Context: an optimization exercise on an open-source flow, tuned for small area, a short achievable clock period and few clock cycles per item. The choices shown serve that exercise and are no tape-out recipe.
Where RTL was checked, it was by simulation tests only, not by an equivalence proof against the original.
For run 1, only the layout was checked, not whether the RTL still works.
Power and IR drop assume default switching activity.

## flow/design.v (module list and top-level ports; edited modules follow where they fit)
// module butterfly_pipe_unit: 1749 lines
module butterfly_pipe_unit #(
    parameter int unsigned WIDTH         = 16,
    parameter int unsigned FRACTION_BITS = 14,
    parameter int unsigned TAG_WIDTH     = 5
) (
    input  logic                 CLK,
    input  logic                 RST,
    input  logic                 in_valid,
    output logic                 in_ready,
    input  logic [WIDTH-1:0]     in_1_real,
    input  logic [WIDTH-1:0]     in_1_imag,
    input  logic [WIDTH-1:0]     in_2_real,
    input  logic [WIDTH-1:0]     in_2_imag,
    input  logic [WIDTH-1:0]     twiddle_real,
    input  logic [WIDTH-1:0]     twiddle_imag,
    input  logic [TAG_WIDTH-1:0] in_tag,
    input  logic                 mode_inverse,
    input  logic                 scale_half,
    output logic                 out_valid,
    input  logic                 out_ready,
    output logic [WIDTH-1:0]     even_real,
    output logic [WIDTH-1:0]     even_imag,
    output logic [WIDTH-1:0]     odd_real,
    output logic [WIDTH-1:0]     odd_imag,
    output logic [TAG_WIDTH-1:0] out_tag,
    output logic                 ovf_flag,
    input  logic                 ovf_clear
);
  // ...
==> flow/flow/run.sh <==
#!/bin/bash
set -e
bash standard.sh SETUP_SLACK_MARGIN=${FLOW_MARGIN:-6.5} \
  "BUFFER_PORTS_ARGS=-buffer_cell sky130_fd_sc_hd__buf_2" finish > standard.log 2>&1
==> flow/standard.sh <==
#!/bin/bash
# synth_recipe.tcl (not shown) runs the flow's synth.tcl, then flattens the netlist and writes it again
# the make line also repeats each setting of config.mk as NAME=value (left out here)
make -C /OpenROAD-flow-scripts/flow DESIGN_CONFIG=/design/flow/config.mk WORK_HOME=/design/flow/orfs CLKGATE_MAP_FILE= SYNTH_SCRIPT=/design/flow/synth_recipe.tcl "${@:-finish}"
==> flow/config.mk <==
export PLATFORM = sky130hd
export DESIGN_NAME = butterfly_pipe_unit
export DESIGN_NICKNAME = butterfly_pipe_unit
export VERILOG_FILES = /design/flow/design.v
export SDC_FILE = /design/flow/constraint.sdc
export NUM_CORES = 4
export LEC_CHECK = 0
export ABC_CLOCK_PERIOD_IN_PS = 3000
export CAP_MARGIN = 20
export CORE_MARGIN = 2
export CORE_UTILIZATION = 40
export CTS_CLUSTER_DIAMETER = 80
export CTS_CLUSTER_SIZE = 30
export SETUP_SLACK_MARGIN = 5
export SLEW_MARGIN = 20
==> flow/constraint.sdc <==
create_clock -name core_clock -period 10.0 [get_ports {CLK}]
set_input_delay 2.0000 -clock core_clock [delete_from_list [all_inputs] [get_ports {CLK}]]
set_output_delay 2.0000 -clock core_clock [all_outputs]
set_load 0.01 [all_outputs]
==> results.py, run 1 <==
metrics = {
    "setup_path": {
        "startpoint": "p3i_s_q[0]$_DFFE_PP_",
        "cp.depth": 15,
        "crit_buf_inv": 3,
    },
    "finish": {
        "num-multi-input-gates": 2686,
        "n_all_inverters": 528,
        "largest_cell_class": "multi-input combinational cells",
        "fin_cells": 5880,
        "seqCellArea_um2": 18100,
        "top_regs": "cs2i_q x91, cs2r_q x91, skid_q x70",
        "num-nets-final": 5038,
        "final_area_um2": 55500,
        "layout_common_cells": "edfxtp_1 (597), xnor2_1 (531), inv_1 (509)",
        "multi_input_area_um2": 28400,
    },
    "global_routing": {
        "use_met1": 0.311,
        "top_usage_layer": "met2",
        "track_usage": 0.222,
    },
    "placed_design": {
        "place_hpwl_um": 89000,
        "place.port_buffers": 179,
    },
    "yosys": {
        "synth_edf_count": 597,
        "synth_top_area_share": 0.370,
        "synthesis.area_um2": 48400,
    },
    "routing": {
        "wire_per_inst_um": 24.5,
        "routed_wl_um": 144000,
    },
    "flow_run": {
        "maxCapViolCount": 0,
    },
    "clocking": {
        "cts_max_level": 2,
    },
    "sta": {
        "max_slew.worst_pin.slew_ns": 0.948,
        "relSlewSlack": 0.368,
    },
    "floorplanning": {
        "die_y_um": 352,
        "ios": 180,
    },
    "power_and_ir_drop": {
        "internal_power_uw": 12200,
    },
    "min_path": {
        "min_to": "tag3_q[3]$_DFFE_PP_",
    },
    "status": {
        "status": "finished clean",
    },
}
==> run 2, diff against run 1 <==
--- a/flow/design.v
+++ b/flow/design.v
@@ -1598,16 +1598,21 @@
     wire hs792 = cs2r_q[89] ^ cs2r_q[90];
     wire hc793 = cs2r_q[89] & cs2r_q[90];
     wire [32:0] xr_s = {1'b1, hc791, hc789, hc787, hc785, hc783, hs782, hc779, fc775, fc773, fc769, fc765, fc761, fc757, fc753, fc749, fc745, fc741, hc737, fc733, fc731, hc727, fs724, cs2r_q[20], cs2r_q[15], cs2r_q[13], cs2r_q[11], cs2r_q[9], cs2r_q[7], cs2r_q[5], cs2r_q[3], cs2r_q[2], cs2r_q[0]};
     wire [32:0] xr_c = {hc793, hs792, hs790, hs788, hs786, hs784, fc781, fs780, hs778, fs774, fs772, fs768, fs764, fs760, fs756, fs752, fs748, fs744, fs740, hs736, fs732, fs730, hs726, fs722, cs2r_q[16], cs2r_q[14], cs2r_q[12], cs2r_q[10], cs2r_q[8], cs2r_q[6], cs2r_q[4], 1'b0, cs2r_q[1]};
     wire [14:0] xr_lo = {1'b0, xr_s[13:0]} + {1'b0, xr_c[13:0]};
     wire [18:0] fr_s = {ah2r_q[16] ^ xr_s[32] ^ xr_c[32], ah2r_q[16] ^ xr_s[31] ^ xr_c[31], ah2r_q[16] ^ xr_s[30] ^ xr_c[30], ah2r_q[15] ^ xr_s[29] ^ xr_c[29], ah2r_q[14] ^ xr_s[28] ^ xr_c[28], ah2r_q[13] ^ xr_s[27] ^ xr_c[27], ah2r_q[12] ^ xr_s[26] ^ xr_c[26], ah2r_q[11] ^ xr_s[25] ^ xr_c[25], ah2r_q[10] ^ xr_s[24] ^ xr_c[24], ah2r_q[9] ^ xr_s[23] ^ xr_c[23], ah2r_q[8] ^ xr_s[22] ^ xr_c[22], ah2r_q[7] ^ xr_s[21] ^ xr_c[21], ah2r_q[6] ^ xr_s[20] ^ xr_c[20], ah2r_q[5] ^ xr_s[19] ^ xr_c[19], ah2r_q[4] ^ xr_s[18] ^ xr_c[18], ah2r_q[3] ^ xr_s[17] ^ xr_c[17], ah2r_q[2] ^ xr_s[16] ^ xr_c[16], ah2r_q[1] ^ xr_s[15] ^ xr_c[15], ah2r_q[0] ^ xr_s[14] ^ xr_c[14]};
     wire [18:0] fr_ce = {(ah2r_q[16] & xr_s[32]) | (ah2r_q[16] & xr_c[32]) | (xr_s[32] & xr_c[32]), (ah2r_q[16] & xr_s[31]) | (ah2r_q[16] & xr_c[31]) | (xr_s[31] & xr_c[31]), (ah2r_q[16] & xr_s[30]) | (ah2r_q[16] & xr_c[30]) | (xr_s[30] & xr_c[30]), (ah2r_q[15] & xr_s[29]) | (ah2r_q[15] & xr_c[29]) | (xr_s[29] & xr_c[29]), (ah2r_q[14] & xr_s[28]) | (ah2r_q[14] & xr_c[28]) | (xr_s[28] & xr_c[28]), (ah2r_q[13] & xr_s[27]) | (ah2r_q[13] & xr_c[27]) | (xr_s[27] & xr_c[27]), (ah2r_q[12] & xr_s[26]) | (ah2r_q[12] & xr_c[26]) | (xr_s[26] & xr_c[26]), (ah2r_q[11] & xr_s[25]) | (ah2r_q[11] & xr_c[25]) | (xr_s[25] & xr_c[25]), (ah2r_q[10] & xr_s[24]) | (ah2r_q[10] & xr_c[24]) | (xr_s[24] & xr_c[24]), (ah2r_q[9] & xr_s[23]) | (ah2r_q[9] & xr_c[23]) | (xr_s[23] & xr_c[23]), (ah2r_q[8] & xr_s[22]) | (ah2r_q[8] & xr_c[22]) | (xr_s[22] & xr_c[22]), (ah2r_q[7] & xr_s[21]) | (ah2r_q[7] & xr_c[21]) | (xr_s[21] & xr_c[21]), (ah2r_q[6] & xr_s[20]) | (ah2r_q[6] & xr_c[20]) | (xr_s[20] & xr_c[20]), (ah2r_q[5] & xr_s[19]) | (ah2r_q[5] & xr_c[19]) | (xr_s[19] & xr_c[19]), (ah2r_q[4] & xr_s[18]) | (ah2r_q[4] & xr_c[18]) | (xr_s[18] & xr_c[18]), (ah2r_q[3] & xr_s[17]) | (ah2r_q[3] & xr_c[17]) | (xr_s[17] & xr_c[17]), (ah2r_q[2] & xr_s[16]) | (ah2r_q[2] & xr_c[16]) | (xr_s[16] & xr_c[16]), (ah2r_q[1] & xr_s[15]) | (ah2r_q[1] & xr_c[15]) | (xr_s[15] & xr_c[15]), (ah2r_q[0] & xr_s[14]) | (ah2r_q[0] & xr_c[14]) | (xr_s[14] & xr_c[14])};
     wire [18:0] fr_co = {(ah2r_q[16] & ~xr_s[32]) | (ah2r_q[16] & ~xr_c[32]) | (~xr_s[32] & ~xr_c[32]), (ah2r_q[16] & ~xr_s[31]) | (ah2r_q[16] & ~xr_c[31]) | (~xr_s[31] & ~xr_c[31]), (ah2r_q[16] & ~xr_s[30]) | (ah2r_q[16] & ~xr_c[30]) | (~xr_s[30] & ~xr_c[30]), (ah2r_q[15] & ~xr_s[29]) | (ah2r_q[15] & ~xr_c[29]) | (~xr_s[29] & ~xr_c[29]), (ah2r_q[14] & ~xr_s[28]) | (ah2r_q[14] & ~xr_c[28]) | (~xr_s[28] & ~xr_c[28]), (ah2r_q[13] & ~xr_s[27]) | (ah2r_q[13] & ~xr_c[27]) | (~xr_s[27] & ~xr_c[27]), (ah2r_q[12] & ~xr_s[26]) | (ah2r_q[12] & ~xr_c[26]) | (~xr_s[26] & ~xr_c[26]), (ah2r_q[11] & ~xr_s[25]) | (ah2r_q[11] & ~xr_c[25]) | (~xr_s[25] & ~xr_c[25]), (ah2r_q[10] & ~xr_s[24]) | (ah2r_q[10] & ~xr_c[24]) | (~xr_s[24] & ~xr_c[24]), (ah2r_q[9] & ~xr_s[23]) | (ah2r_q[9] & ~xr_c[23]) | (~xr_s[23] & ~xr_c[23]), (ah2r_q[8] & ~xr_s[22]) | (ah2r_q[8] & ~xr_c[22]) | (~xr_s[22] & ~xr_c[22]), (ah2r_q[7] & ~xr_s[21]) | (ah2r_q[7] & ~xr_c[21]) | (~xr_s[21] & ~xr_c[21]), (ah2r_q[6] & ~xr_s[20]) | (ah2r_q[6] & ~xr_c[20]) | (~xr_s[20] & ~xr_c[20]), (ah2r_q[5] & ~xr_s[19]) | (ah2r_q[5] & ~xr_c[19]) | (~xr_s[19] & ~xr_c[19]), (ah2r_q[4] & ~xr_s[18]) | (ah2r_q[4] & ~xr_c[18]) | (~xr_s[18] & ~xr_c[18]), (ah2r_q[3] & ~xr_s[17]) | (ah2r_q[3] & ~xr_c[17]) | (~xr_s[17] & ~xr_c[17]), (ah2r_q[2] & ~xr_s[16]) | (ah2r_q[2] & ~xr_c[16]) | (~xr_s[16] & ~xr_c[16]), (ah2r_q[1] & ~xr_s[15]) | (ah2r_q[1] & ~xr_c[15]) | (~xr_s[15] & ~xr_c[15]), (ah2r_q[0] & ~xr_s[14]) | (ah2r_q[0] & ~xr_c[14]) | (~xr_s[14] & ~xr_c[14])};
+    wire [18:0] fr_x = half2_q ? {fr_s[18], fr_s[18:1]} : fr_s;
+    wire [18:0] fr_ye = half2_q ? fr_ce : {fr_ce[17:0], xr_lo[14]};
+    wire [18:0] fr_yo = half2_q ? fr_co : {fr_co[17:0], ~xr_lo[14]};
+    wire fr_cie = half2_q & fr_s[0] & xr_lo[14];
+    wire fr_cio = ~half2_q | fr_s[0] | ~xr_lo[14];
     wire fs1515 = cs2i_q[17] ^ cs2i_q[18] ^ cs2i_q[19];
     wire fc1516 = (cs2i_q[17] & cs2i_q[18]) | (cs2i_q[17] & cs2i_q[19]) | (cs2i_q[18] & cs2i_q[19]);
     wire fs1517 = cs2i_q[21] ^ cs2i_q[22] ^ cs2i_q[23];
     wire fc1518 = (cs2i_q[21] & cs2i_q[22]) | (cs2i_q[21] & cs2i_q[23]) | (cs2i_q[22] & cs2i_q[23]);
     wire hs1519 = cs2i_q[24] ^ fc1516;
     wire hc1520 = cs2i_q[24] & fc1516;
     wire fs1521 = cs2i_q[25] ^ cs2i_q[26] ^ cs2i_q[27];
     wire fc1522 = (cs2i_q[25] & cs2i_q[26]) | (cs2i_q[25] & cs2i_q[27]) | (cs2i_q[26] & cs2i_q[27]);
@@ -1676,43 +1681,50 @@
     wire hs1585 = cs2i_q[89] ^ cs2i_q[90];
     wire hc1586 = cs2i_q[89] & cs2i_q[90];
     wire [32:0] xi_s = {1'b1, hc1584, hc1582, hc1580, hc1578, hc1576, hs1575, hc1572, fc1568, fc1566, fc1562, fc1558, fc1554, fc1550, fc1546, fc1542, fc1538, fc1534, hc1530, fc1526, fc1524, hc1520, fs1517, cs2i_q[20], cs2i_q[15], cs2i_q[13], cs2i_q[11], cs2i_q[9], cs2i_q[7], cs2i_q[5], cs2i_q[3], cs2i_q[2], cs2i_q[0]};
     wire [32:0] xi_c = {hc1586, hs1585, hs1583, hs1581, hs1579, hs1577, fc1574, fs1573, hs1571, fs1567, fs1565, fs1561, fs1557, fs1553, fs1549, fs1545, fs1541, fs1537, fs1533, hs1529, fs1525, fs1523, hs1519, fs1515, cs2i_q[16], cs2i_q[14], cs2i_q[12], cs2i_q[10], cs2i_q[8], cs2i_q[6], cs2i_q[4], 1'b0, cs2i_q[1]};
     wire [14:0] xi_lo = {1'b0, xi_s[13:0]} + {1'b0, xi_c[13:0]};
     wire [18:0] fi_s = {ah2i_q[16] ^ xi_s[32] ^ xi_c[32], ah2i_q[16] ^ xi_s[31] ^ xi_c[31], ah2i_q[16] ^ xi_s[30] ^ xi_c[30], ah2i_q[15] ^ xi_s[29] ^ xi_c[29], ah2i_q[14] ^ xi_s[28] ^ xi_c[28], ah2i_q[13] ^ xi_s[27] ^ xi_c[27], ah2i_q[12] ^ xi_s[26] ^ xi_c[26], ah2i_q[11] ^ xi_s[25] ^ xi_c[25], ah2i_q[10] ^ xi_s[24] ^ xi_c[24], ah2i_q[9] ^ xi_s[23] ^ xi_c[23], ah2i_q[8] ^ xi_s[22] ^ xi_c[22], ah2i_q[7] ^ xi_s[21] ^ xi_c[21], ah2i_q[6] ^ xi_s[20] ^ xi_c[20], ah2i_q[5] ^ xi_s[19] ^ xi_c[19], ah2i_q[4] ^ xi_s[18] ^ xi_c[18], ah2i_q[3] ^ xi_s[17] ^ xi_c[17], ah2i_q[2] ^ xi_s[16] ^ xi_c[16], ah2i_q[1] ^ xi_s[15] ^ xi_c[15], ah2i_q[0] ^ xi_s[14] ^ xi_c[14]};
     wire [18:0] fi_ce = {(ah2i_q[16] & xi_s[32]) | (ah2i_q[16] & xi_c[32]) | (xi_s[32] & xi_c[32]), (ah2i_q[16] & xi_s[31]) | (ah2i_q[16] & xi_c[31]) | (xi_s[31] & xi_c[31]), (ah2i_q[16] & xi_s[30]) | (ah2i_q[16] & xi_c[30]) | (xi_s[30] & xi_c[30]), (ah2i_q[15] & xi_s[29]) | (ah2i_q[15] & xi_c[29]) | (xi_s[29] & xi_c[29]), (ah2i_q[14] & xi_s[28]) | (ah2i_q[14] & xi_c[28]) | (xi_s[28] & xi_c[28]), (ah2i_q[13] & xi_s[27]) | (ah2i_q[13] & xi_c[27]) | (xi_s[27] & xi_c[27]), (ah2i_q[12] & xi_s[26]) | (ah2i_q[12] & xi_c[26]) | (xi_s[26] & xi_c[26]), (ah2i_q[11] & xi_s[25]) | (ah2i_q[11] & xi_c[25]) | (xi_s[25] & xi_c[25]), (ah2i_q[10] & xi_s[24]) | (ah2i_q[10] & xi_c[24]) | (xi_s[24] & xi_c[24]), (ah2i_q[9] & xi_s[23]) | (ah2i_q[9] & xi_c[23]) | (xi_s[23] & xi_c[23]), (ah2i_q[8] & xi_s[22]) | (ah2i_q[8] & xi_c[22]) | (xi_s[22] & xi_c[22]), (ah2i_q[7] & xi_s[21]) | (ah2i_q[7] & xi_c[21]) | (xi_s[21] & xi_c[21]), (ah2i_q[6] & xi_s[20]) | (ah2i_q[6] & xi_c[20]) | (xi_s[20] & xi_c[20]), (ah2i_q[5] & xi_s[19]) | (ah2i_q[5] & xi_c[19]) | (xi_s[19] & xi_c[19]), (ah2i_q[4] & xi_s[18]) | (ah2i_q[4] & xi_c[18]) | (xi_s[18] & xi_c[18]), (ah2i_q[3] & xi_s[17]) | (ah2i_q[3] & xi_c[17]) | (xi_s[17] & xi_c[17]), (ah2i_q[2] & xi_s[16]) | (ah2i_q[2] & xi_c[16]) | (xi_s[16] & xi_c[16]), (ah2i_q[1] & xi_s[15]) | (ah2i_q[1] & xi_c[15]) | (xi_s[15] & xi_c[15]), (ah2i_q[0] & xi_s[14]) | (ah2i_q[0] & xi_c[14]) | (xi_s[14] & xi_c[14])};
     wire [18:0] fi_co = {(ah2i_q[16] & ~xi_s[32]) | (ah2i_q[16] & ~xi_c[32]) | (~xi_s[32] & ~xi_c[32]), (ah2i_q[16] & ~xi_s[31]) | (ah2i_q[16] & ~xi_c[31]) | (~xi_s[31] & ~xi_c[31]), (ah2i_q[16] & ~xi_s[30]) | (ah2i_q[16] & ~xi_c[30]) | (~xi_s[30] & ~xi_c[30]), (ah2i_q[15] & ~xi_s[29]) | (ah2i_q[15] & ~xi_c[29]) | (~xi_s[29] & ~xi_c[29]), (ah2i_q[14] & ~xi_s[28]) | (ah2i_q[14] & ~xi_c[28]) | (~xi_s[28] & ~xi_c[28]), (ah2i_q[13] & ~xi_s[27]) | (ah2i_q[13] & ~xi_c[27]) | (~xi_s[27] & ~xi_c[27]), (ah2i_q[12] & ~xi_s[26]) | (ah2i_q[12] & ~xi_c[26]) | (~xi_s[26] & ~xi_c[26]), (ah2i_q[11] & ~xi_s[25]) | (ah2i_q[11] & ~xi_c[25]) | (~xi_s[25] & ~xi_c[25]), (ah2i_q[10] & ~xi_s[24]) | (ah2i_q[10] & ~xi_c[24]) | (~xi_s[24] & ~xi_c[24]), (ah2i_q[9] & ~xi_s[23]) | (ah2i_q[9] & ~xi_c[23]) | (~xi_s[23] & ~xi_c[23]), (ah2i_q[8] & ~xi_s[22]) | (ah2i_q[8] & ~xi_c[22]) | (~xi_s[22] & ~xi_c[22]), (ah2i_q[7] & ~xi_s[21]) | (ah2i_q[7] & ~xi_c[21]) | (~xi_s[21] & ~xi_c[21]), (ah2i_q[6] & ~xi_s[20]) | (ah2i_q[6] & ~xi_c[20]) | (~xi_s[20] & ~xi_c[20]), (ah2i_q[5] & ~xi_s[19]) | (ah2i_q[5] & ~xi_c[19]) | (~xi_s[19] & ~xi_c[19]), (ah2i_q[4] & ~xi_s[18]) | (ah2i_q[4] & ~xi_c[18]) | (~xi_s[18] & ~xi_c[18]), (ah2i_q[3] & ~xi_s[17]) | (ah2i_q[3] & ~xi_c[17]) | (~xi_s[17] & ~xi_c[17]), (ah2i_q[2] & ~xi_s[16]) | (ah2i_q[2] & ~xi_c[16]) | (~xi_s[16] & ~xi_c[16]), (ah2i_q[1] & ~xi_s[15]) | (ah2i_q[1] & ~xi_c[15]) | (~xi_s[15] & ~xi_c[15]), (ah2i_q[0] & ~xi_s[14]) | (ah2i_q[0] & ~xi_c[14]) | (~xi_s[14] & ~xi_c[14])};
+    wire [18:0] fi_x = half2_q ? {fi_s[18], fi_s[18:1]} : fi_s;
+    wire [18:0] fi_ye = half2_q ? fi_ce : {fi_ce[17:0], xi_lo[14]};
+    wire [18:0] fi_yo = half2_q ? fi_co : {fi_co[17:0], ~xi_lo[14]};
+    wire fi_cie = half2_q & fi_s[0] & xi_lo[14];
+    wire fi_cio = ~half2_q | fi_s[0] | ~xi_lo[14];
     logic                    v3_q;
-    logic [SW-1:0]           p3r_s_q, p3r_ce_q, p3r_co_q, p3i_s_q, p3i_ce_q, p3i_co_q;
-    logic                    p3r_k_q, p3i_k_q;
+    logic [SW-1:0]           p3r_x_q, p3r_ye_q, p3r_yo_q, p3i_x_q, p3i_ye_q, p3i_yo_q;
+    logic                    p3r_cie_q, p3r_cio_q, p3i_cie_q, p3i_cio_q;
     logic                    half3_q;
     logic [TAG_WIDTH-1:0]    tag3_q;
     always_ff @(posedge CLK) begin
         if (!RST)      v3_q <= 1'b0;
         else if (en_q) v3_q <= v2_q;
         if (en_q) begin
-            p3r_s_q <= fr_s;  p3r_ce_q <= fr_ce;  p3r_co_q <= fr_co;  p3r_k_q <= xr_lo[14];
-            p3i_s_q <= fi_s;  p3i_ce_q <= fi_ce;  p3i_co_q <= fi_co;  p3i_k_q <= xi_lo[14];
+            p3r_x_q <= fr_x;  p3r_ye_q <= fr_ye;  p3r_yo_q <= fr_yo;
+            p3r_cie_q <= fr_cie;  p3r_cio_q <= fr_cio;
+            p3i_x_q <= fi_x;  p3i_ye_q <= fi_ye;  p3i_yo_q <= fi_yo;
+            p3i_cie_q <= fi_cie;  p3i_cio_q <= fi_cio;
             half3_q <= half2_q;
             tag3_q  <= tag2_q;
         end
     end
     logic signed [SW-1:0] ser, sei, sor, soi;
-    wire [19:0] sumer = {p3r_s_q, 1'b1} + {{p3r_ce_q[17:0], p3r_k_q}, 1'b0};
+    wire [19:0] sumer = {p3r_x_q, 1'b1} + {p3r_ye_q, p3r_cie_q};
     assign ser = sumer[19:1];
-    wire [19:0] sumor = {p3r_s_q, 1'b1} + {{p3r_co_q[17:0], ~p3r_k_q}, 1'b1};
+    wire [19:0] sumor = {p3r_x_q, 1'b1} + {p3r_yo_q, p3r_cio_q};
     assign sor = sumor[19:1];
-    wire [19:0] sumei = {p3i_s_q, 1'b1} + {{p3i_ce_q[17:0], p3i_k_q}, 1'b0};
+    wire [19:0] sumei = {p3i_x_q, 1'b1} + {p3i_ye_q, p3i_cie_q};
     assign sei = sumei[19:1];
-    wire [19:0] sumoi = {p3i_s_q, 1'b1} + {{p3i_co_q[17:0], ~p3i_k_q}, 1'b1};
+    wire [19:0] sumoi = {p3i_x_q, 1'b1} + {p3i_yo_q, p3i_cio_q};
     assign soi = sumoi[19:1];
     function automatic logic [WIDTH:0] finish(input logic signed [SW-1:0] s, input logic half);
         logic signed [SW-1:0] v;
-        v = half ? (s >>> 1) : s;
+        v = {half ? s[SW-2] : s[SW-1], s[SW-2:0]};
         if (v[SW-1:WIDTH-1] == '0 || v[SW-1:WIDTH-1] == '1) finish = {1'b0, v[WIDTH-1:0]};
         else if (v[SW-1])  finish = {2'b11, {(WIDTH - 1){1'b0}}};
         else               finish = {2'b10, {(WIDTH - 1){1'b1}}};
     endfunction
     logic [WIDTH:0] fer, fei, for_, foi;
     assign fer  = finish(ser, half3_q);
     assign fei  = finish(sei, half3_q);
     assign for_ = finish(sor, half3_q);
==> flow/flow/run.sh (replaced) <==
#!/bin/bash
set -e
bash standard.sh SETUP_SLACK_MARGIN=${FLOW_MARGIN:-6.7} \
  "BUFFER_PORTS_ARGS=-buffer_cell sky130_fd_sc_hd__buf_2" finish > standard.log 2>&1
==> flow/config.mk (replaced) <==
export PLATFORM = sky130hd
export DESIGN_NAME = butterfly_pipe_unit
export DESIGN_NICKNAME = butterfly_pipe_unit
export VERILOG_FILES = /design/flow/design.v
export SDC_FILE = /design/flow/constraint.sdc
export NUM_CORES = 4
export LEC_CHECK = 0
export ABC_CLOCK_PERIOD_IN_PS = 3000
export CAP_MARGIN = 20
export CORE_MARGIN = 2
export CORE_UTILIZATION = 40
export SETUP_SLACK_MARGIN = 5
export SLEW_MARGIN = 20
==> run 2 against run 1 <==
Against the previous run:
- wire length grew 4.5%
- sequential power decreased by 0.9%
- worst setup slack gained 0.17 ns
- clock skew fell by 0.035 ns
- critical path depth shrank 7
- combinational power grew 6%
- global-route usage up 0.78 points
- sequential share of layout area shrank 1.7 points
- critical endpoint is now cs2i_q[30]$_DFFE_PP_
==> results.py, run 2 <==
metrics = {
    "sta": {
        "drv_slew": 0,
        "relSlewSlack": 0.385,
        "min_period_ns": 3.47,
        "fin_crit_sh": 0.347,
        "rsz0062_at_grt": "yes",
        "clock.fmax_ghz": 0.288,
        "setup_viol": 0,
        "setup_tns_ns": 0,
        "max_slew.worst_pin.slew_ns": 0.923,
        "skew_ns": 0.0258,
        "finalHoldViolations": 0,
    },
    "yosys": {
        "synth_adder_area_share": 0.255,
        "muxShareOfSynthArea": 0.0264,
        "synth_top_area_share": 0.365,
        "synth_top_family_by_area": "adder cells",
        "synth-seq-cells": 610,
        "ys_types": 84,
        "synth_compound_area_frac": 0.131,
        "yosysTopAreaCell": "edfxtp_1",
        "async_flop_share": 0,
        "syn_inst": 4209,
        "synthSimpleGateAreaFrac": 0.0419,
        "syn_area_per_cell_um2": 11.8,
        "synthTopCellsByCount": "edfxtp_1 (603), xnor2_1 (538), fa_1 (524)",
        "yosysWarnings": 1,
        "yosysSeqAreaShare": 0.368,
        "synth-xor-area-share": 0.115,
        "yosysMostFrequentCell": "edfxtp_1",
        "synth_edf_count": 603,
        "synthesis.area_um2": 49600,
        "synth_area_leaders": "edfxtp_1 (37%), fa_1 (21%), xnor2_1 (9.5%)",
        "synth_nets": 5015,
        "ys_dominant_reg_cell": "edfxtp_1",
    },
    "setup_path": {
        "cp.arrival_ns": 3.89,
        "cp_max_fo": 6,
        "r2r_slack_ns": 6.53,
        "critPathSlowestCell": "edfxtp_1",
        "slowest_delay_ns": 0.57,
        "crit_chain": "buf_12 -> a22oi_2 -> xnor2_2 -> fa_2 -> fa_1 -> fa_1 -> inv_2 -> fa_2",
        "start_kind": "flip-flop",
        "end_kind": "flip-flop",
        "critPathKind": "flip-flop to flip-flop",
        "cp.required_ns": 10.41,
    },
    "routing": {
        "routed_via_density": 5.67,
        "num_vias": 34535,
        "drc": 0,
        "ant_nets": 0,
        "wire_per_inst_um": 24.7,
        "drt-pass1-iter-count": 8,
        "drt_first_iter_violations": 3849,
        "routed_wl_um": 150000,
    },
    "placed_design": {
        "place_hpwl_um": 95000,
        "place.port_buffers": 179,
        "place.gp.congestion": 0.885,
        "dpl-instance-area_um2": 52100,
    },
    "finish": {
        "fillCellCount": 11010,
        "syn2layout_area_growth_pct": 19.2,
        "final_area_um2": 59100,
        "final_core_util": 0.480,
        "drive_gt1_frac": 0.247,
        "num-nets-final": 5197,
        "mostFrequentLayoutCell": "edfxtp_1",
        "diodes": 0,
        "top_regs": "cs2i_q x91, cs2r_q x91, skid_q x70",
        "layout_common_cells": "edfxtp_1 (603), xnor2_1 (492), inv_1 (440)",
    },
    "clocking": {
        "cts_max_level": 3,
        "clk_pin_slew_ns": 0.06,
        "clk_path_buf_depth": 3,
        "cts_tree": "done",
        "clock-root-buffer": "clkbuf_16",
        "clock_latency_ns": 0.69,
        "cts_sinks": 610,
        "cts_inserted_buffers": 73,
    },
    "flow_run": {
        "maxCapViolCount": 0,
    },
    "global_routing": {
        "grt_max_degree": 145,
        "track_usage": 0.230,
        "grt_pass1_vias": 35284,
        "grt_pass1_wl_um": 221000,
        "antenna_found_initial": 1,
        "grt_overflow": 0,
    },
    "power_and_ir_drop": {
        "p_leak_uw": 0.0231,
        "p_per_area_nw_per_um2": 401,
        "ir_worst_vdd_uv": 254,
    },
    "floorplanning": {
        "coreArea_um2": 123000,
        "ios": 180,
        "dieArea_um2": 127000,
        "die_x_um": 356,
        "fp-row-count": 129,
        "die_y_um": 356,
        "initial_core_util": 0.402,
    },
    "status": {
        "status": "finished clean",
    },
    "min_path": {
        "hold_class": "flip-flop to flip-flop",
    },
}
[run 2: cell count changes after synthesis, moves of 7 or more]
cell and change:
a211oi_1 +14, a21o_1 +30, a21oi_1 -34, a2bb2oi_1 +28, inv_1 -27, mux2_2 +24
mux2_4 -7, mux2i_1 +11, nand2_1 -20, nand2b_1 +10, nand3_2 +10, o22a_1 +15
or2_2 +7, or3_1 +10
[run 2: path summary, 6_finish.rpt]
path                  startpoint                    to  cells past startpoint
max           b1i_q[8]$_DFFE_PP_  cs2i_q[30]$_DFFE_PP_                      8
max reg2reg   b1i_q[8]$_DFFE_PP_  cs2i_q[30]$_DFFE_PP_                      8
min reg2reg  tag2_q[2]$_DFFE_PP_   tag3_q[2]$_DFFE_PP_                      0
min          tag2_q[2]$_DFFE_PP_   tag3_q[2]$_DFFE_PP_                      0
[run 2: worst max-delay path, delay by kind of cell, from the launching register on]
kind | cells | cell delay [ns]
AO/OA/AOI/OAI | 1 | 0.20
XOR/XNOR | 1 | 0.16
adder cells (fa/ha/maj) | 4 | 2.01
buffers and inverters | 2 | 0.28
flip-flops | 1 | 0.57
[run 2: cell type report]
type / count / area (um2) / area share
Clock inverter: 41 / 504 / 0.00853
Clock buffer: 93 / 1940 / 0.0329
Inverter: 501 / 1980 / 0.0334
Sequential cell: 610 / 18300 / 0.309
Tap cell: 1637 / 2050 / 0.0346
Multi-Input combinational cell: 2789 / 30500 / 0.516
Timing Repair Buffer: 416 / 3870 / 0.0655
[run 2: cells by family (layout without fill, tap and decap cells)]
logic type,count (synthesis),in the layout
compound gates,909,912
flops,610,610
simple gates,409,410
mux,119,119
xor+xnor,650,650
fa+ha+maj,698,698
buf+inv,814,1051
[run 2: what timing repair did]
item                                    in CTS  in global routing
gates resized for setup                    271                473
hold buffers                                 0                  0
gates cloned                                 7                 13
setup buffers                               69                 60
pin swaps                                   74                206
endpoints found under the setup margin     628                522
[run 2: layer usage]
metal  vias up  GRT usage  part of all wire
li1      14909          -                 -
met1     17304      0.307              0.40
met2      1872      0.358              0.45
met3       448     0.0583             0.099
met4         2     0.0930             0.051
met5         -          0          0.000066
[run 2: stage by stage]
stage	setup WS, ns	hold slack [ns]	total power [uW]	cells
after floorplan	2.73	0.400	14800	4209
after global placement	5.91	0.402	18600	5804
after detailed placement	5.85	0.407	18900	5804
after CTS	6.51	0.420	22600	6014
after global routing	6.48	0.430	25800	6087
final	6.53	0.418	23700	6087
[run 2: where the power goes]
| group | switching, uW | total (uW) | leakage (uW) | internal (uW) |
|---|---|---|---|---|
| logic | 8660 | 15700 | 0.0156 | 7070 |
| registers | 443 | 5260 | 0.00634 | 4820 |
| clock network | 1140 | 2740 | 0.00118 | 1600 |
| total | 10200 | 23700 | 0.0231 | 13500 |
Testbench counts of run 2, summed over its fixed seeds: cycles 16,032, items 16,000.
==> run 3, diff against run 2 <==
==> flow/flow/run.sh (replaced) <==
#!/bin/bash
set -e
bash standard.sh SETUP_SLACK_MARGIN=${FLOW_MARGIN:-6.5} \
  "BUFFER_PORTS_ARGS=-buffer_cell sky130_fd_sc_hd__buf_2" finish > standard.log 2>&1
==> run 3 against run 2 <==
Against the previous run:
- via count is 1.6% lower
- combinational power is 8% lower
- power is 5.5% lower
- clock-buffer cell count is 3 lower
- core utilization is 1.9 points lower
- cell count is 0.97% lower
- critical endpoint unchanged
- largest cell class unchanged
==> results.py, run 3 <==
metrics = {
    "floorplanning": {
        "initial_core_util": 0.402,
        "die_x_um": 356,
        "fp-row-count": 129,
        "coreArea_um2": 123000,
        "dieArea_um2": 127000,
        "die_y_um": 356,
        "ios": 180,
    },
    "power_and_ir_drop": {
        "ir_worst_vdd_uv": 263,
        "p_comb_frac": 0.649,
        "p_leak_uw": 0.0225,
        "power.switching_uw": 9720,
        "internal_power_uw": 12700,
        "switching_share": 0.433,
        "sequentialPowerShare": 0.233,
        "clock_power_share": 0.119,
        "p_per_area_nw_per_um2": 395,
        "power_uw": 22400,
    },
    "routing": {
        "drc": 0,
        "drt-pass1-iter-count": 6,
        "routed_wl_um": 145000,
        "routed_via_density": 5.64,
        "drt_first_iter_violations": 4000,
        "ant_nets": 0,
        "wire_per_inst_um": 24.0,
        "num_vias": 33999,
    },
    "placed_design": {
        "place.port_buffers": 179,
        "placedCellCount": 5807,
        "place.gp.congestion": 0.866,
        "place_hpwl_um": 93700,
    },
    "yosys": {
        "ys_dominant_reg_cell": "edfxtp_1",
        "synthTopCellsByCount": "edfxtp_1 (603), xnor2_1 (538), fa_1 (524)",
        "async_flop_share": 0,
        "ys_types": 84,
        "synthesis.area_um2": 49600,
        "syn_area_per_cell_um2": 11.8,
        "yosysWarnings": 1,
        "yosysMostFrequentCell": "edfxtp_1",
        "synth-seq-cells": 610,
        "yosysSeqAreaShare": 0.368,
        "synth_area_leaders": "edfxtp_1 (37%), fa_1 (21%), xnor2_1 (9.5%)",
        "synth_nets": 5015,
        "yosysTopAreaCell": "edfxtp_1",
        "synth_edf_count": 603,
        "syn_inst": 4209,
        "synth_top_area_share": 0.365,
    },
    "finish": {
        "multi_input_area_um2": 29000,
        "fin_cells": 6028,
        "drive_gt1_frac": 0.162,
        "num-nets-final": 5139,
        "mostFrequentLayoutCell": "edfxtp_1",
        "syn2layout_area_growth_pct": 14.4,
        "fillCellCount": 11237,
        "seqCellArea_um2": 18300,
        "final_core_util": 0.460,
        "top_regs": "cs2i_q x91, cs2r_q x91, skid_q x70",
        "layout_common_cells": "edfxtp_1 (603), xnor2_1 (528), fa_1 (512)",
    },
    "sta": {
        "holdWs_ns": 0.419,
        "skew_ns": 0.0267,
        "setup_viol": 0,
        "min_period_ns": 3.49,
        "drv_slew": 0,
        "fin_crit_sh": 0.349,
        "rsz0062_at_grt": "yes",
        "relSlewSlack": 0.308,
        "finalHoldViolations": 0,
        "max_slew.worst_pin.slew_ns": 1.04,
        "clock.fmax_ghz": 0.286,
        "setup_tns_ns": 0,
    },
    "status": {
        "status": "finished clean",
    },
    "clocking": {
        "clock-root-buffer": "clkbuf_16",
        "postCtsHoldBufs": 0,
        "clock_latency_ns": 0.68,
        "cts_tree": "done",
        "clk_path_buf_depth": 3,
        "cts_max_level": 3,
        "cts_sinks": 610,
        "cts_inserted_buffers": 73,
        "clk_pin_slew_ns": 0.05,
    },
    "global_routing": {
        "track_usage": 0.222,
        "grt_pass1_vias": 34654,
        "grt_max_degree": 146,
        "grt_pass1_wl_um": 214000,
        "grt_overflow": 0,
        "antenna_found_initial": 5,
    },
    "setup_path": {
        "start_kind": "flip-flop",
        "cp.required_ns": 10.40,
        "cp.arrival_ns": 3.89,
        "r2r_slack_ns": 6.51,
        "timing.rr.start": "b1i_q[12]$_DFFE_PP_",
        "critPathKind": "flip-flop to flip-flop",
        "cp_max_fo": 32,
        "end_kind": "flip-flop",
        "r2r_end": "cs2i_q[30]$_DFFE_PP_",
        "ff2ff_path_depth": 8,
    },
    "min_path": {
        "hp-start": "tag2_q[4]$_DFFE_PP_",
        "hold_class": "flip-flop to flip-flop",
        "min_to": "tag3_q[4]$_DFFE_PP_",
        "hold_depth": 0,
    },
    "flow_run": {
        "maxCapViolCount": 0,
    },
}
run 3: cell counts after synthesis:
Identical to the previous run, type by type.
run 3: worst max-delay path, stage by stage, from the launching register on:
cell      delay (ns)
edfxtp_1        0.37
clkbuf_8        0.25
a22oi_2         0.22
xor2_1          0.22
fa_2            0.52
fa_1            0.55
fa_1            0.52
inv_1           0.05
fa_1            0.45
run 3: stage by stage:
step	worst slack [ns]	instance area (um2)
after CTS	6.46	55100
after floorplan	2.73	49700
after global routing	6.43	56700
after global placement	5.64	52100
final	6.51	56700
after detailed placement	5.56	52100
run 3: timing repair:
item	CTS	global route
cloned	1	11
gates resized for setup	104	233
pin swaps	5	32
setup buffers	22	54
setup endpoints to repair	268	213
run 3: how the worst max path moves through the flow:
stage,end,from,cells after the start,slack [ns]
2_1_floorplan,skid_q[0]$_DFFE_PP_,en_q$_SDFF_PN1_,3,2.73
3_3_place_gp,cs2r_q[30]$_DFFE_PP_,dr1_neg_q[1]$_DFFE_PP_,9,5.64
3_5_place_dp,cs2i_q[30]$_DFFE_PP_,dr1_neg_q[2]$_DFFE_PP_,9,5.56
4_1_cts,cs2i_q[30]$_DFFE_PP_,dr1_neg_q[2]$_DFFE_PP_,9,6.46
5_1_grt,cs2i_q[50]$_DFFE_PP_,dr1_one_q[6]$_DFFE_PP_,9,6.43
6_report,cs2i_q[30]$_DFFE_PP_,b1i_q[12]$_DFFE_PP_,8,6.51
run 3: layer usage:
layer | track usage | up-vias | share of wire
met2 | 0.341 | 1780 | 0.45
met4 | 0.0980 | 4 | 0.047
li1 | - | 14785 | -
met5 | 0 | - | 0.00019
met3 | 0.0464 | 422 | 0.096
met1 | 0.303 | 17008 | 0.41
run 3: area by class of cell:
cell class | count | share of cell area
timing repair buffer | 360 | 0.0553
clock buffer | 90 | 0.0341
clock inverter | 42 | 0.00748
sequential | 610 | 0.322
inverter | 501 | 0.0346
antenna | 1 | 0.0000441
multi-input combinational | 2787 | 0.511
tap | 1637 | 0.0361
run 3: cell families (layout without fill, tap and decap cells):
kind of cell,count (synthesis),after routing,share of synthesized area
other,0,1,0
AOI/OAI and AO/OA,909,909,0.131
DFF,610,610,0.368
xor gates and xnor gates,650,650,0.115
muxes,119,120,0.0264
adders and majority gates,698,698,0.255
buffers and inverters,814,993,0.0623
and+or+nand+nor,409,410,0.0419
run 3: power groups by stage:
stage                     logic, uW  registers, uW  clock network (uW)
final                         14500           5220                2660
after global routing          16400           5310                2820
after global placement        13200           5270                   0
after detailed placement      13500           5280                   0
after CTS                     14000           5230                2730
after floorplan                9550           5200                   0
==> run 4, diff against run 3 <==
--- a/flow/config.mk
+++ b/flow/config.mk
@@ -9,5 +9,6 @@
 export CAP_MARGIN = 20
 export CORE_MARGIN = 2
 export CORE_UTILIZATION = 40
+export CTS_BUF_LIST = sky130_fd_sc_hd__clkbuf_8
 export SETUP_SLACK_MARGIN = 5
 export SLEW_MARGIN = 20
==> run 4 against run 3 <==
Against the previous run:
- area after synthesis stayed put
- cell count is 1.3% higher
- sequential power about the same
- first-iteration DRC count shrank 2.1%
- die area unchanged
- synthesized cell count unchanged
- critical endpoint is now cs2r_q[30]$_DFFE_PP_
- highest routed layer is now met4
==> results.py, run 4 <==
metrics = {
    "global_routing": {
        "antenna_found_initial": 5,
        "grt_overflow": 0,
        "grt_max_degree": 146,
        "grt_pass1_wl_um": 216000,
        "track_usage": 0.224,
        "grt_pass1_vias": 34897,
    },
    "routing": {
        "wire_per_inst_um": 23.8,
        "num_vias": 34243,
        "drc": 0,
        "routed_via_density": 5.61,
        "ant_nets": 0,
        "drt_first_iter_violations": 3916,
        "routed_wl_um": 146000,
        "drt-pass1-iter-count": 8,
    },
    "sta": {
        "fin_crit_sh": 0.350,
        "skew_ns": 0.0618,
        "max_slew.worst_pin.slew_ns": 1.05,
        "min_period_ns": 3.50,
        "finalHoldViolations": 0,
        "setup_tns_ns": 0,
        "clock.fmax_ghz": 0.286,
        "rsz0062_at_grt": "yes",
        "relSlewSlack": 0.303,
        "drv_slew": 0,
        "setup_viol": 0,
    },
    "floorplanning": {
        "coreArea_um2": 123000,
        "die_y_um": 356,
        "initial_core_util": 0.402,
        "dieArea_um2": 127000,
        "die_x_um": 356,
        "fp-row-count": 129,
        "ios": 180,
    },
    "setup_path": {
        "start_kind": "flip-flop",
        "cp_max_fo": 14,
        "critPathKind": "flip-flop to flip-flop",
        "cp.arrival_ns": 4.02,
        "cp.required_ns": 10.53,
        "end_kind": "flip-flop",
    },
    "yosys": {
        "synth_area_leaders": "edfxtp_1 (37%), fa_1 (21%), xnor2_1 (9.5%)",
        "synthSimpleGateAreaFrac": 0.0419,
        "synth_adder_area_share": 0.255,
        "ys_dominant_reg_cell": "edfxtp_1",
        "yosysSeqAreaShare": 0.368,
        "synthesis.area_um2": 49600,
        "synth_nets": 5015,
        "syn_area_per_cell_um2": 11.8,
        "muxShareOfSynthArea": 0.0264,
        "async_flop_share": 0,
        "ys_types": 84,
        "synth_edf_count": 603,
        "synth_top_family_by_area": "adder cells",
        "synthTopCellsByCount": "edfxtp_1 (603), xnor2_1 (538), fa_1 (524)",
        "yosysWarnings": 1,
        "synth_compound_area_frac": 0.131,
        "yosysMostFrequentCell": "edfxtp_1",
        "synth-seq-cells": 610,
        "syn_inst": 4209,
        "synth-xor-area-share": 0.115,
        "synth_top_area_share": 0.365,
        "yosysTopAreaCell": "edfxtp_1",
    },
    "min_path": {
        "hold_class": "flip-flop to flip-flop",
    },
    "clocking": {
        "clock-root-buffer": "clkbuf_8",
        "clock_latency_ns": 0.83,
        "clk_path_buf_depth": 3,
        "cts_max_level": 3,
        "cts_sinks": 610,
        "clk_pin_slew_ns": 0.06,
        "cts_tree": "done",
        "cts_inserted_buffers": 109,
    },
    "finish": {
        "drive_gt1_frac": 0.173,
        "fillCellCount": 11278,
        "syn2layout_area_growth_pct": 14.4,
        "top_regs": "cs2i_q x91, cs2r_q x91, skid_q x70",
        "num-nets-final": 5178,
        "layout_common_cells": "edfxtp_1 (603), xnor2_1 (526), fa_1 (518)",
        "mostFrequentLayoutCell": "edfxtp_1",
    },
    "power_and_ir_drop": {
        "p_leak_uw": 0.0226,
        "ir_worst_vdd_uv": 251,
        "power_uw": 22300,
        "p_per_area_nw_per_um2": 393,
    },
    "placed_design": {
        "place.port_buffers": 179,
        "place.gp.congestion": 0.866,
        "place_hpwl_um": 93700,
    },
    "flow_run": {
        "maxCapViolCount": 0,
    },
    "status": {
        "status": "finished clean",
    },
}
run 4: cell count changes in the layout (fill, tap and decap cells not counted), moves of 11 or more:
cell / delta
inv_1: +19
clkbuf_1: -15
clkinv_2: +11
clkinv_1: +17
clkbuf_16: -75
clkbuf_8: +111
run 4: cells by family (layout without fill, tap and decap cells):
kind of cell	Yosys count	count (layout)
compound gates	909	909
xor+xnor	650	650
fa+ha+maj	698	698
buf+inv	814	1067
flops	610	610
mux	119	120
other cells	0	5
simple gates	409	410
run 4: worst paths after layout:
check                           depth (start not counted)                   start                    to  slack, ns
worst max-delay path                                    9  dr1_neg_q[1]$_DFFE_PP_  cs2r_q[30]$_DFFE_PP_       6.50
worst min-delay path                                    0     tag2_q[4]$_DFFE_PP_   tag3_q[4]$_DFFE_PP_       0.42
worst max register to register                          9  dr1_neg_q[1]$_DFFE_PP_  cs2r_q[30]$_DFFE_PP_       6.50
worst min register to register                          0     tag2_q[4]$_DFFE_PP_   tag3_q[4]$_DFFE_PP_       0.42
run 4: routing by layer:
layer | vias to the layer above | share of wire | wire length (um) | global-route usage
li1 | 14895 | - | - | -
met1 | 17084 | 0.41 | 59800 | 0.307
met2 | 1868 | 0.45 | 65600 | 0.344
met3 | 396 | 0.097 | 14100 | 0.0470
met4 | 0 | 0.041 | 6040 | 0.0948
met5 | - | 0 | 0 | 0
run 4: area by class of cell:
cell class / count / area, um2 / share of cell area
multi-input combinational: 2787 / 29100 / 0.512
antenna: 5 / 12.5 / 0.000221
clock inverter: 92 / 711 / 0.0125
sequential: 610 / 18300 / 0.322
tap: 1637 / 2050 / 0.0361
timing repair buffer: 363 / 3140 / 0.0554
inverter: 501 / 1970 / 0.0347
clock buffer: 111 / 1530 / 0.0269
run 4: timing repair:
item                                    4_1_cts  5_1_grt
endpoints found under the setup margin      269      124
gates cloned                                  2       11
pin swaps                                     8       40
setup buffers                                25       53
hold buffers                                  0        0
resized for setup                           120      228
run 4: worst max-delay path, cell delays in order (launching register included):
cell and delay (ns):
edfxtp_1 0.50, clkinvlp_4 0.19, buf_6 0.21, xnor2_1 0.17, fa_2 0.40, fa_1 0.47, fa_1 0.55, inv_1 0.04
ha_1 0.19, fa_1 0.46
run 4: power by group:
group / internal [uW] / switching [uW] / total, uW
Clock: 1310 / 1140 / 2440
Combinational: 6410 / 8230 / 14600
Sequential: 4820 / 403 / 5220
run 4: metrics by stage:
stage,setup slack [ns],hold WS [ns],utilization,std cells,area [um2]
floorplan,2.73,0.400,-,4209,49700
global placement,5.64,0.402,0.422,5807,52100
detailed placement,5.56,0.405,0.422,5807,52100
CTS,6.44,0.421,0.447,6037,55100
global route,6.43,0.425,0.460,6104,56700
finish,6.50,0.420,0.460,6106,56700
==> run 5, diff against run 4 <==
==> flow/flow/run.sh (replaced) <==
#!/bin/bash
set -e
bash standard.sh SETUP_SLACK_MARGIN=${FLOW_MARGIN:-6.5} \
  "BUFFER_PORTS_ARGS=-buffer_cell sky130_fd_sc_hd__buf_1" finish > standard.log 2>&1
--- a/flow/config.mk
+++ b/flow/config.mk
@@ -8,7 +8,7 @@
 export ABC_CLOCK_PERIOD_IN_PS = 3000
 export CAP_MARGIN = 20
 export CORE_MARGIN = 2
-export CORE_UTILIZATION = 40
-export CTS_BUF_LIST = sky130_fd_sc_hd__clkbuf_8
+export CORE_UTILIZATION = 65
+export PLACE_DENSITY = 0.85
 export SETUP_SLACK_MARGIN = 5
 export SLEW_MARGIN = 20
==> run 5 against run 4 <==
Against the previous run:
- area after synthesis stayed put
- first-iteration DRC count is 42% higher
- maximum frequency shrank 1.3%
- power rose by 1.4%
- worst setup slack worse by 0.046 ns
- cell count decreased by 12%
- clock power is 9.0% higher
- critical endpoint is now cs2i_q[16]$_DFFE_PP_
- largest power group unchanged
==> results.py, run 5 <==
metrics = {
    "status": {
        "status": "finished clean",
    },
    "clocking": {
        "postCtsHoldBufs": 0,
        "clk_pin_slew_ns": 0.06,
        "cts_tree": "done",
        "clock_latency_ns": 0.64,
        "cts_sinks": 610,
        "cts_max_level": 3,
        "clock-root-buffer": "clkbuf_16",
        "cts_inserted_buffers": 67,
        "clk_path_buf_depth": 3,
    },
    "global_routing": {
        "grt_max_degree": 188,
        "grt_pass1_wl_um": 210000,
        "track_usage": 0.353,
        "grt_pass1_vias": 36620,
        "grt_overflow": 0,
        "antenna_found_initial": 5,
    },
    "routing": {
        "drt-pass1-iter-count": 11,
        "drt_first_iter_violations": 5566,
        "num_vias": 36001,
        "ant_nets": 0,
        "routed_via_density": 6.73,
        "drc": 0,
        "wire_per_inst_um": 26.7,
        "routed_wl_um": 143000,
    },
    "yosys": {
        "synthTopCellsByCount": "edfxtp_1 (603), xnor2_1 (538), fa_1 (524)",
        "async_flop_share": 0,
        "synthesis.area_um2": 49600,
        "synth_area_leaders": "edfxtp_1 (37%), fa_1 (21%), xnor2_1 (9.5%)",
        "yosysWarnings": 1,
        "ys_dominant_reg_cell": "edfxtp_1",
        "yosysMostFrequentCell": "edfxtp_1",
        "synth_edf_count": 603,
        "synth_top_area_share": 0.365,
        "syn_area_per_cell_um2": 11.8,
        "yosysSeqAreaShare": 0.368,
        "syn_inst": 4209,
        "ys_types": 84,
        "yosysTopAreaCell": "edfxtp_1",
        "synth-seq-cells": 610,
        "synth_nets": 5015,
    },
    "power_and_ir_drop": {
        "p_per_area_nw_per_um2": 409,
        "ir_worst_vdd_uv": 233,
        "p_leak_uw": 0.0218,
    },
    "placed_design": {
        "place_hpwl_um": 89400,
        "place.gp.congestion": 0.927,
        "placedCellCount": 5143,
        "dpl-instance-area_um2": 51000,
        "place.port_buffers": 179,
    },
    "finish": {
        "syn2layout_area_growth_pct": 11.5,
        "fin_cells": 5350,
        "layout_common_cells": "edfxtp_1 (603), xnor2_1 (530), fa_1 (511)",
        "top_regs": "cs2i_q x91, cs2r_q x91, skid_q x70",
        "num-nets-final": 5124,
        "drive_gt1_frac": 0.117,
        "mostFrequentLayoutCell": "edfxtp_1",
        "final_area_um2": 55300,
    },
    "min_path": {
        "hp-start": "tag2_q[4]$_DFFE_PP_",
        "hold_class": "flip-flop to flip-flop",
    },
    "setup_path": {
        "start_kind": "flip-flop",
        "cp.required_ns": 10.37,
        "critPathKind": "flip-flop to flip-flop",
        "cp.arrival_ns": 3.92,
        "cp_max_fo": 32,
        "end_kind": "flip-flop",
        "timing.rr.start": "b1i_q[3]$_DFFE_PP_",
        "startpoint": "b1i_q[3]$_DFFE_PP_",
    },
    "sta": {
        "relSlewSlack": 0.316,
        "finalHoldViolations": 0,
        "setup_viol": 0,
        "min_period_ns": 3.54,
        "rsz0062_at_grt": "yes",
        "max_slew.worst_pin.slew_ns": 1.03,
        "holdWs_ns": 0.420,
        "fin_crit_sh": 0.354,
        "drv_slew": 0,
        "clock.fmax_ghz": 0.282,
        "setup_tns_ns": 0,
        "skew_ns": 0.0202,
    },
    "floorplanning": {
        "die_x_um": 280,
        "dieArea_um2": 78500,
        "fp-row-count": 101,
        "ios": 180,
        "initial_core_util": 0.655,
        "coreArea_um2": 75700,
        "die_y_um": 280,
    },
    "flow_run": {
        "maxCapViolCount": 0,
    },
}
run 5: cell counts after synthesis:
No cell type changed its count.
run 5: power by group:
| part | internal (uW) | switching [uW] | total, uW | leakage, uW |
|---|---|---|---|---|
| sequential | 4820 | 423 | 5240 | 0.00634 |
| combinational | 6280 | 8420 | 14700 | 0.0144 |
| clock | 1580 | 1080 | 2660 | 0.00111 |
| total | 12700 | 9930 | 22600 | 0.0218 |
run 5: worst max-delay path, cell delays in order, from the launching register on:
cell and delay (ns):
edfxtp_1 0.40, buf_8 0.23, a22oi_1 0.39, xnor2_1 0.17, fa_1 0.53, fa_1 0.56, inv_1 0.05, ha_1 0.19
ha_1 0.31, fa_1 0.45
run 5: timing repair:
| action | 4_1_cts | 5_1_grt |
|---|---|---|
| gates resized for setup | 89 | 208 |
| pin swaps | 12 | 34 |
| setup endpoints to repair | 257 | 217 |
| gates cloned | 1 | 7 |
| hold endpoints to repair | 0 | 0 |
| buffers inserted | 30 | 46 |
run 5: worst paths after layout:
check / cells past startpoint / endpoint / slack, ns
setup / recovery: 9 / cs2i_q[16]$_DFFE_PP_ / 6.46
hold / removal: 0 / tag3_q[4]$_DFFE_PP_ / 0.42
setup reg to reg: 9 / cs2i_q[16]$_DFFE_PP_ / 6.46
hold reg to reg: 0 / tag3_q[4]$_DFFE_PP_ / 0.42
run 5: cell families after synthesis:
logic type / share of synthesized area
compound gates: 0.131
buf+inv: 0.0623
fa+ha+maj: 0.255
xor+xnor: 0.115
flops: 0.368
simple gates: 0.0419
mux: 0.0264
run 5: cell type report:
cell class,count,area [um2]
antenna,3,7.51
clock buffer,80,1770
clock inverter,40,551
fill,4800,20400
inverter,501,1950
multi-input combinational,2786,28900
sequential,610,18300
tap,978,1220
timing repair buffer,352,2690
run 5: through the flow:
stage / power, uW / utilization / worst slack (ns)
after floorplan: 14800 / - / 2.73
after global placement: 17900 / 0.674 / 5.53
after CTS: 21900 / 0.713 / 6.47
final: 22600 / 0.731 / 6.46
after global routing: 24300 / 0.731 / 6.37
after detailed placement: 18600 / 0.674 / 5.42
run 5: layer usage:
metal	track usage	wire (um)	up-vias
met5	0	26	-
met4	0.197	12200	4
met3	0.102	18200	971
met2	0.552	63500	2899
met1	0.444	48800	17383
li1	-	-	14744
==> run 6, diff against run 5 <==
--- a/flow/config.mk
+++ b/flow/config.mk
@@ -8,7 +8,7 @@
 export ABC_CLOCK_PERIOD_IN_PS = 3000
 export CAP_MARGIN = 20
 export CORE_MARGIN = 2
-export CORE_UTILIZATION = 65
-export PLACE_DENSITY = 0.85
+export CORE_UTILIZATION = 55
+export PLACE_DENSITY = 0.72
 export SETUP_SLACK_MARGIN = 5
 export SLEW_MARGIN = 20
==> run 6 against run 5 <==
Against the previous run:
- critical path depth is the same
- clock-buffer cell count rose by 6
- synthesized cell count stayed put
- clock skew is 0.00095 ns lower
- power decreased by 1.8%
- critical path type unchanged
==> results.py, run 6 <==
metrics = {
    "status": {
        "status": "finished clean",
    },
    "clocking": {
        "cts_sinks": 610,
        "clock-root-buffer": "clkbuf_16",
        "cts_inserted_buffers": 71,
        "cts_max_level": 3,
        "clk_pin_slew_ns": 0.06,
        "clk_path_buf_depth": 3,
        "cts_tree": "done",
        "postCtsHoldBufs": 0,
        "clock_latency_ns": 0.64,
    },
    "sta": {
        "setup_ws_ns": 6.52,
        "relSlewSlack": 0.174,
        "skew_ns": 0.0193,
        "setup_viol": 0,
        "min_period_ns": 3.48,
        "rsz0062_at_grt": "yes",
        "fin_crit_sh": 0.348,
        "finalHoldViolations": 0,
        "drv_slew": 0,
        "max_slew.worst_pin.slew_ns": 1.24,
        "setup_tns_ns": 0,
        "clock.fmax_ghz": 0.287,
    },
    "routing": {
        "routed_via_density": 6.20,
        "drt_first_iter_violations": 3979,
        "drt-pass1-iter-count": 7,
        "drc": 0,
        "wire_per_inst_um": 24.3,
        "ant_nets": 0,
        "num_vias": 34316,
        "routed_wl_um": 134000,
    },
    "yosys": {
        "ys_dominant_reg_cell": "edfxtp_1",
        "yosysSeqAreaShare": 0.368,
        "synth_top_area_share": 0.365,
        "async_flop_share": 0,
        "yosysWarnings": 1,
        "synth_edf_count": 603,
        "yosysTopAreaCell": "edfxtp_1",
        "synthesis.area_um2": 49600,
        "syn_inst": 4209,
        "synth_nets": 5015,
        "syn_area_per_cell_um2": 11.8,
        "yosysMostFrequentCell": "edfxtp_1",
        "synth-seq-cells": 610,
        "synthTopCellsByCount": "edfxtp_1 (603), xnor2_1 (538), fa_1 (524)",
        "synth_area_leaders": "edfxtp_1 (37%), fa_1 (21%), xnor2_1 (9.5%)",
        "ys_types": 84,
    },
    "setup_path": {
        "cp.arrival_ns": 3.85,
        "start_kind": "flip-flop",
        "r2r_slack_ns": 6.52,
        "crit_end": "cs2r_q[30]$_DFFE_PP_",
        "critPathKind": "flip-flop to flip-flop",
        "ff2ff_path_depth": 9,
        "startpoint": "b1r_q[11]$_DFFE_PP_",
        "r2r_end": "cs2r_q[30]$_DFFE_PP_",
        "end_kind": "flip-flop",
        "cp_max_fo": 32,
        "cp.required_ns": 10.37,
        "timing.rr.start": "b1r_q[11]$_DFFE_PP_",
    },
    "finish": {
        "top_regs": "cs2i_q x91, cs2r_q x91, skid_q x70",
        "fin_cells": 5536,
        "final_area_um2": 55200,
        "final_core_util": 0.615,
        "drive_gt1_frac": 0.109,
        "syn2layout_area_growth_pct": 11.3,
        "layout_common_cells": "edfxtp_1 (603), xnor2_1 (533), fa_1 (519)",
        "num-nets-final": 5108,
        "mostFrequentLayoutCell": "edfxtp_1",
    },
    "placed_design": {
        "place.gp.congestion": 0.915,
        "placedCellCount": 5339,
        "place_ws_ns": 5.71,
        "place_hpwl_um": 89500,
        "dpl-instance-area_um2": 51200,
        "place.port_buffers": 179,
    },
    "global_routing": {
        "grt_overflow": 0,
        "grt_max_degree": 172,
        "grt_pass1_vias": 35621,
        "track_usage": 0.291,
        "antenna_found_initial": 5,
        "grt_pass1_wl_um": 208000,
    },
    "power_and_ir_drop": {
        "p_leak_uw": 0.0217,
        "ir_worst_vdd_uv": 215,
        "p_per_area_nw_per_um2": 402,
    },
    "min_path": {
        "hold_class": "flip-flop to flip-flop",
        "hold_depth": 0,
    },
    "flow_run": {
        "maxCapViolCount": 0,
    },
    "floorplanning": {
        "dieArea_um2": 92600,
        "die_x_um": 304,
        "die_y_um": 304,
        "fp-row-count": 110,
        "coreArea_um2": 89700,
        "initial_core_util": 0.553,
        "ios": 180,
    },
}
[run 6: cell counts after synthesis]
Identical to the previous run, type by type.
[run 6: metrics by stage]
stage	total power (uW)	hold WS, ns
CTS	21700	0.420
global route	24100	0.423
global placement	18100	0.401
finish	22200	0.418
detailed placement	18500	0.405
floorplan	14800	0.400
[run 6: where the power goes]
part           switching (uW)  leakage, uW  internal (uW)
Combinational            8080       0.0142           6250
Sequential                407      0.00634           4820
Clock                    1100      0.00115           1550
Total                    9600       0.0217          12600
[run 6: cell type report]
| class | instances | area (um2) |
|---|---|---|
| Inverter | 501 | 1950 |
| Tap cell | 1176 | 1470 |
| Multi-Input combinational cell | 2787 | 28800 |
| Clock buffer | 86 | 1900 |
| Timing Repair Buffer | 331 | 2390 |
| Clock inverter | 44 | 483 |
| Fill cell | 6935 | 34500 |
| Sequential cell | 610 | 18300 |
| Antenna cell | 1 | 2.50 |
[run 6: logic make-up (layout without fill, tap and decap cells)]
logic type | after synthesis | count (layout) | synth area share
AO/OA/AOI/OAI | 909 | 910 | 0.131
XOR/XNOR | 650 | 650 | 0.115
adder cells (fa/ha/maj) | 698 | 698 | 0.255
buffers and inverters | 814 | 962 | 0.0623
flip-flops | 610 | 610 | 0.368
multiplexers | 119 | 119 | 0.0264
other | 0 | 1 | 0
AND/OR/NAND/NOR | 409 | 410 | 0.0419
[run 6: how the worst min path moves through the flow]
stage                        start             endpoint  slack (ns)
2_1_floorplan  tag1_q[0]$_DFFE_PP_  tag2_q[0]$_DFFE_PP_        0.40
3_3_place_gp   tag2_q[1]$_DFFE_PP_  tag3_q[1]$_DFFE_PP_        0.40
3_5_place_dp   tag1_q[0]$_DFFE_PP_  tag2_q[0]$_DFFE_PP_        0.41
4_1_cts        tag1_q[2]$_DFFE_PP_  tag2_q[2]$_DFFE_PP_        0.42
5_1_grt        tag2_q[2]$_DFFE_PP_  tag3_q[2]$_DFFE_PP_        0.42
6_report       tag1_q[0]$_DFFE_PP_  tag2_q[0]$_DFFE_PP_        0.42
[run 6: what timing repair did]
action                     in CTS  in global routing
gates resized for setup        76                171
pin swaps                       6                 20
setup endpoints to repair     259                210
setup buffers                  33                 31
gates cloned                    0                  2
[run 6: critical path, stage by stage (launching register included)]
cell and delay (ns):
edfxtp_1 0.33, buf_6 0.36, a22oi_1 0.18, xnor2_1 0.16, fa_1 0.57, inv_1 0.08
fa_1 0.51, fa_1 0.51, inv_1 0.05, fa_1 0.43
[run 6: per-layer routing]
metal  vias to the layer above  part of all wire  track usage
met3                       553              0.11       0.0672
met2                      2163              0.45        0.452
met5                         -           0.00034            0
met4                         6             0.057        0.149
li1                      14716                 -            -
met1                     16878              0.38        0.384
==> run 7, diff against run 6 <==
==> flow/flow/run.sh (replaced) <==
#!/bin/bash
set -e
bash standard.sh SETUP_SLACK_MARGIN=${FLOW_MARGIN:-6.3} \
  "BUFFER_PORTS_ARGS=-buffer_cell sky130_fd_sc_hd__buf_1" finish > standard.log 2>&1
==> run 7 against run 6 <==
Against the previous run:
- critical path depth did not move
- power shrank 2.3%
- worst hold slack lost 0.00076 ns
- sequential share of layout area rose by 0.68 points
- critical path type unchanged
- critical endpoint is now cs2r_q[50]$_DFFE_PP_
- largest cell class unchanged
==> results.py, run 7 <==
metrics = {
    "yosys": {
        "synthesis.area_um2": 49600,
        "synthTopCellsByCount": "edfxtp_1 (603), xnor2_1 (538), fa_1 (524)",
        "synth_area_leaders": "edfxtp_1 (37%), fa_1 (21%), xnor2_1 (9.5%)",
        "yosysWarnings": 1,
        "yosysTopAreaCell": "edfxtp_1",
        "syn_area_per_cell_um2": 11.8,
        "ys_dominant_reg_cell": "edfxtp_1",
        "ys_types": 84,
        "synth_edf_count": 603,
        "async_flop_share": 0,
        "syn_inst": 4209,
    },
    "floorplanning": {
        "coreArea_um2": 89700,
        "dieArea_um2": 92600,
        "die_y_um": 304,
        "die_x_um": 304,
        "ios": 180,
        "fp-row-count": 110,
    },
    "routing": {
        "wire_per_inst_um": 24.4,
        "routed_wl_um": 134000,
        "drt-pass1-iter-count": 6,
        "drt_first_iter_violations": 3811,
        "drc": 0,
        "routed_via_density": 6.19,
    },
    "global_routing": {
        "grt_pass1_vias": 35103,
        "track_usage": 0.290,
        "antenna_found_initial": 2,
    },
    "setup_path": {
        "end_kind": "flip-flop",
        "cp.arrival_ns": 4.04,
        "crit_buf_inv": 3,
        "cp.required_ns": 10.39,
        "critPathKind": "flip-flop to flip-flop",
        "cp_common_cell": "fa_1",
        "cp_top_family": "adder cells",
        "slowest_delay_ns": 0.61,
        "cp_max_fo": 32,
        "crit_chain": "buf_4 -> a22oi_1 -> xnor2_1 -> fa_1 -> fa_1 -> inv_1 -> fa_1 -> inv_1 -> fa_1",
        "critPathSlowestCell": "fa_1",
        "ff2ff_path_depth": 9,
    },
    "power_and_ir_drop": {
        "p_leak_uw": 0.0213,
        "p_per_area_nw_per_um2": 401,
        "ir_worst_vdd_uv": 238,
    },
    "placed_design": {
        "place.port_buffers": 179,
        "place.gp.congestion": 0.910,
        "dpl-instance-area_um2": 51300,
        "place_ws_ns": 5.75,
        "place_hpwl_um": 89800,
    },
    "sta": {
        "fin_crit_sh": 0.365,
        "setup_tns_ns": 0,
        "setup_viol": 0,
        "rsz0062_at_grt": "yes",
        "max_slew.worst_pin.slew_ns": 1.16,
        "min_period_ns": 3.65,
    },
    "finish": {
        "top_regs": "cs2i_q x91, cs2r_q x91, skid_q x70",
        "num-nets-final": 5072,
        "mostFrequentLayoutCell": "edfxtp_1",
        "final_area_um2": 54100,
        "fillCellCount": 7221,
        "syn2layout_area_growth_pct": 9.08,
        "diodes": 0,
        "drive_gt1_frac": 0.0873,
        "layout_common_cells": "edfxtp_1 (603), xnor2_1 (538), fa_1 (524)",
    },
    "status": {
        "status": "finished clean",
    },
    "clocking": {
        "clock-root-buffer": "clkbuf_16",
        "cts_tree": "done",
        "clk_path_buf_depth": 3,
        "clock_latency_ns": 0.66,
        "cts_inserted_buffers": 71,
        "cts_sinks": 610,
    },
    "flow_run": {
        "maxCapViolCount": 0,
    },
    "min_path": {
        "hold_depth": 0,
        "hold_class": "flip-flop to flip-flop",
    },
}
==> run 7: final cells by class <==
type                    instances  area, um2  area share
multi-input cells            2785      28400       0.525
flip-flops and latches        610      18300       0.337
inverters                     501       1920      0.0354
clock buffers                  87       1900      0.0351
repair buffers                297       1760      0.0325
well taps                    1176       1470      0.0272
clock inverters                37        410     0.00759
==> run 7: power by group <==
part	leakage, uW	internal, uW	total (uW)	switching, uW
Sequential	0.00634	4820	5210	392
Clock	0.00112	1520	2600	1080
Combinational	0.0138	5970	13900	7920
==> run 7: what timing repair did <==
| action | CTS | global route |
|---|---|---|
| hold buffers | 0 | 0 |
| pin swaps | 1 | 4 |
| endpoints found under the setup margin | 141 | 112 |
| gates resized for setup | 25 | 42 |
| buffers inserted | 8 | 18 |
==> run 7: stage by stage <==
| step | utilization | hold slack (ns) | total power (uW) | instances |
|---|---|---|---|---|
| floorplan | - | 0.400 | 14700 | 4209 |
| global placement | 0.571 | 0.403 | 18100 | 5343 |
| detailed placement | 0.571 | 0.405 | 18600 | 5343 |
| CTS | 0.599 | 0.419 | 21500 | 5475 |
| global route | 0.603 | 0.428 | 23600 | 5493 |
| finish | 0.603 | 0.417 | 21700 | 5493 |
==> run 7: layer usage <==
metal	routed length, um	vias to the layer above	global-route usage
met5	12	-	0
met4	7710	2	0.149
met3	13400	551	0.0654
met2	60900	2056	0.455
met1	52100	16778	0.381
li1	-	14642	-
==> run 7: worst register-to-register path, stage by stage, from the launching register on <==
cell      delay [ns]
edfxtp_1        0.32
buf_4           0.46
a22oi_1         0.23
xnor2_1         0.29
fa_1            0.50
fa_1            0.61
inv_1           0.08
fa_1            0.41
inv_1           0.08
fa_1            0.40
==> run 7: path summary, 6_finish.rpt <==
path / from / to / slack (ns)
worst max-delay path: b1r_q[4]$_DFFE_PP_ / cs2r_q[50]$_DFFE_PP_ / 6.35
worst min-delay path: tag1_q[1]$_DFFE_PP_ / tag2_q[1]$_DFFE_PP_ / 0.42
worst max register to register: b1r_q[4]$_DFFE_PP_ / cs2r_q[50]$_DFFE_PP_ / 6.35
worst min register to register: tag1_q[1]$_DFFE_PP_ / tag2_q[1]$_DFFE_PP_ / 0.42
==> run 7: cells by family after synthesis <==
family	share of synthesized area
buf+inv	0.0623
xor+xnor	0.115
flops	0.368
fa+ha+maj	0.255
simple gates	0.0419
mux	0.0264
compound gates	0.131

Check on run 7: ideal ports give 6.347 ns setup slack; a clkbuf_16 on the clock port and buf_2 on the inputs give 6.347 ns; moving port delays by the midpoint clock arrival (0.726 ns) as well gives 5.844 ns.
